Background: an optimization exercise with open tools, aiming at small area and a short achievable clock period. Do not read the settings as production practice. Only simulation tests tie the RTL to the original design; equivalence was not proved. Power and IR drop assume default switching activity.

Design processor_top, start of the top module:
module processor_top (
	input logic clk,
	input logic arst_n,
	input logic psel,
	input logic penable,
	input logic pwrite,
	input logic [7:0] paddr,
	input proc_pkg::word_t pwdata,
	output proc_pkg::word_t prdata,
	output logic pready,
	output logic pslverr,
	output proc_pkg::word_t result,
	output logic result_valid
);
==> flow/config.mk <==
export PLATFORM = sky130hd
export DESIGN_NAME = processor_top
export DESIGN_NICKNAME = processor_top
export VERILOG_FILES = /design/flow/design.v
export SDC_FILE = /design/flow/constraint.sdc
export NUM_CORES = 4
export LEC_CHECK = 0
export ABC_AREA = 1
export CAP_MARGIN = 20
export CORE_MARGIN = 2
export CORE_UTILIZATION = 60
export CTS_BUF_LIST = sky130_fd_sc_hd__clkbuf_16
export CTS_CLUSTER_DIAMETER = 100
export CTS_CLUSTER_SIZE = 25
export SETUP_SLACK_MARGIN = 5.0
export SLEW_MARGIN = 20
==> flow/constraint.sdc <==
create_clock -name core_clock -period 8.0 [get_ports {clk}]
set_input_delay 1.6000 -clock core_clock [delete_from_list [all_inputs] [get_ports {clk}]]
set_output_delay 1.6000 -clock core_clock [all_outputs]
set_load 0.01 [all_outputs]
standard.sh (not shown) runs the stock make flow with config.mk's settings and CLKGATE_MAP_FILE= SYNTH_SCRIPT=/design/flow/synth_recipe.tcl, a recipe that flattens the netlist after the stock synthesis.
==> flow/flow/run.sh <==
#!/bin/bash
set -euo pipefail
export BUFFER_PORTS_ARGS="-buffer_cell sky130_fd_sc_hd__buf_2"
bash standard.sh finish > standard.log 2>&1
Change:
==> flow/flow/run.sh (replaced) <==
#!/bin/bash
set -euo pipefail
export BUFFER_PORTS_ARGS="-buffer_cell sky130_fd_sc_hd__buf_1"
bash standard.sh finish > standard.log 2>&1
Outcome: Register-to-register slack got worse by 50 ps; sequential power barely changes; combinational power stays flat; area after synthesis stays the same; cell area stays flat; routed wire length stays flat; total power rises by 0.30%; final cell count falls by 0.35%; sequential cell count is unchanged; clock-buffer cell count stays the same; die area does not change.

---

## 12-28
Another version of the RTL of processor_top (not shown whole).
Size: ~1200 flip-flops.
// processor_top
module processor_top (
	input logic clk,
	input logic arst_n,
	input logic psel,
	input logic penable,
	input logic pwrite,
	input logic [7:0] paddr,
	input proc_pkg::word_t pwdata,
	output proc_pkg::word_t prdata,
	output logic pready,
	output logic pslverr,
	output proc_pkg::word_t result,
	output logic result_valid
);
==> flow/config.mk <==
export PLATFORM = sky130hd
export DESIGN_NAME = processor_top
export DESIGN_NICKNAME = processor_top
export VERILOG_FILES = /design/flow/design.v
export SDC_FILE = /design/flow/constraint.sdc
export NUM_CORES = 4
export LEC_CHECK = 0
export ABC_AREA = 1
export CAP_MARGIN = 20
export CORE_MARGIN = 2
export CORE_UTILIZATION = 60
export CTS_BUF_LIST = sky130_fd_sc_hd__clkbuf_16
export CTS_CLUSTER_DIAMETER = 100
export CTS_CLUSTER_SIZE = 25
export SETUP_SLACK_MARGIN = 5.0
export SLEW_MARGIN = 20
==> flow/constraint.sdc <==
create_clock -name core_clock -period 8.0 [get_ports {clk}]
set_input_delay 1.6000 -clock core_clock [delete_from_list [all_inputs] [get_ports {clk}]]
set_output_delay 1.6000 -clock core_clock [all_outputs]
set_load 0.01 [all_outputs]
==> flow/flow/run.sh <==
#!/bin/bash
set -euo pipefail
export BUFFER_PORTS_ARGS="-buffer_cell sky130_fd_sc_hd__buf_1"
bash standard.sh finish > standard.log 2>&1
diff inputs: 12-28 => 09-21
--- a/flow/config.mk
+++ b/flow/config.mk
@@ -11 +11 @@
-export CORE_UTILIZATION = 60
+export CORE_UTILIZATION = 50
Between 12-28 and 09-21, the difference in power density relative to cell area is negligible.
Between 09-21 and 12-28, it is 09-21 whose area growth from synthesis to final layout is higher, by 1.5 points.
Period utilization in 09-21 vs 12-28: down 1.8 points
12-28 reports its master of the slowest instance on the critical path as sky130_fd_sc_hd__nand3_2 while 09-21 reports sky130_fd_sc_hd__nor4_4.
Count of clock-buffer cells in the layout for 09-21: 1.9% up relative to 12-28
In the tables for 12-28 and 09-21, combined global-route utilization of all metal layers reads lower with 09-21.
Summary of the comparison: via count is higher in 09-21, relative to 12-28.
For area of the multi-input gates, 12-28 and 09-21 come out practically identical.
Global-route wire length before repair: 09-21 vs 12-28 up about 3.4%

-- port drivers added, routing unchanged --
The results above use ideal ports. As a check the final layouts listed here were re-extracted and re-timed, cells and wires unchanged.
Step 1 sets driving cells, clkbuf_16 on the clock port and buf_2 on the other inputs (assumed; they add their load-dependent delay and slew).
Step 2 adds t to the input delays and takes it off the output delays; t is the mean of the earliest and latest rising clock arrival at the registers after step 1. Input paths then give back, and output paths get back, about the clock's delay inside the block.
a / b / c = ideal ports / drivers / drivers and shift; a / b = the first two.
run	t, ns	setup WS [ns]	worst hold slack (ns)	latest minus earliest clock arrival (ns)	worst register clock-pin slew, ns
the first run of note 1	0.797	4.862 / 4.787 / 4.222	0.339 / 0.339 / 0.339	0.041 / 0.041	0.12 / 0.12
the second run of note 1	0.781	4.896 / 4.893 / 4.280	0.338 / 0.338 / 0.338	0.026 / 0.026	0.11 / 0.11
12-28	0.742	4.813 / 4.813 / 4.260	0.335 / 0.335 / 0.335	0.026 / 0.026	0.11 / 0.11
09-21	0.790	4.954 / 4.920 / 4.219	0.343 / 0.343 / 0.343	0.027 / 0.028	0.11 / 0.11
After both steps setup and hold are still met in every run listed. The setup slack of 09-21, which loses most, moves by -0.034 ns with the drivers and by -0.735 ns with both steps.
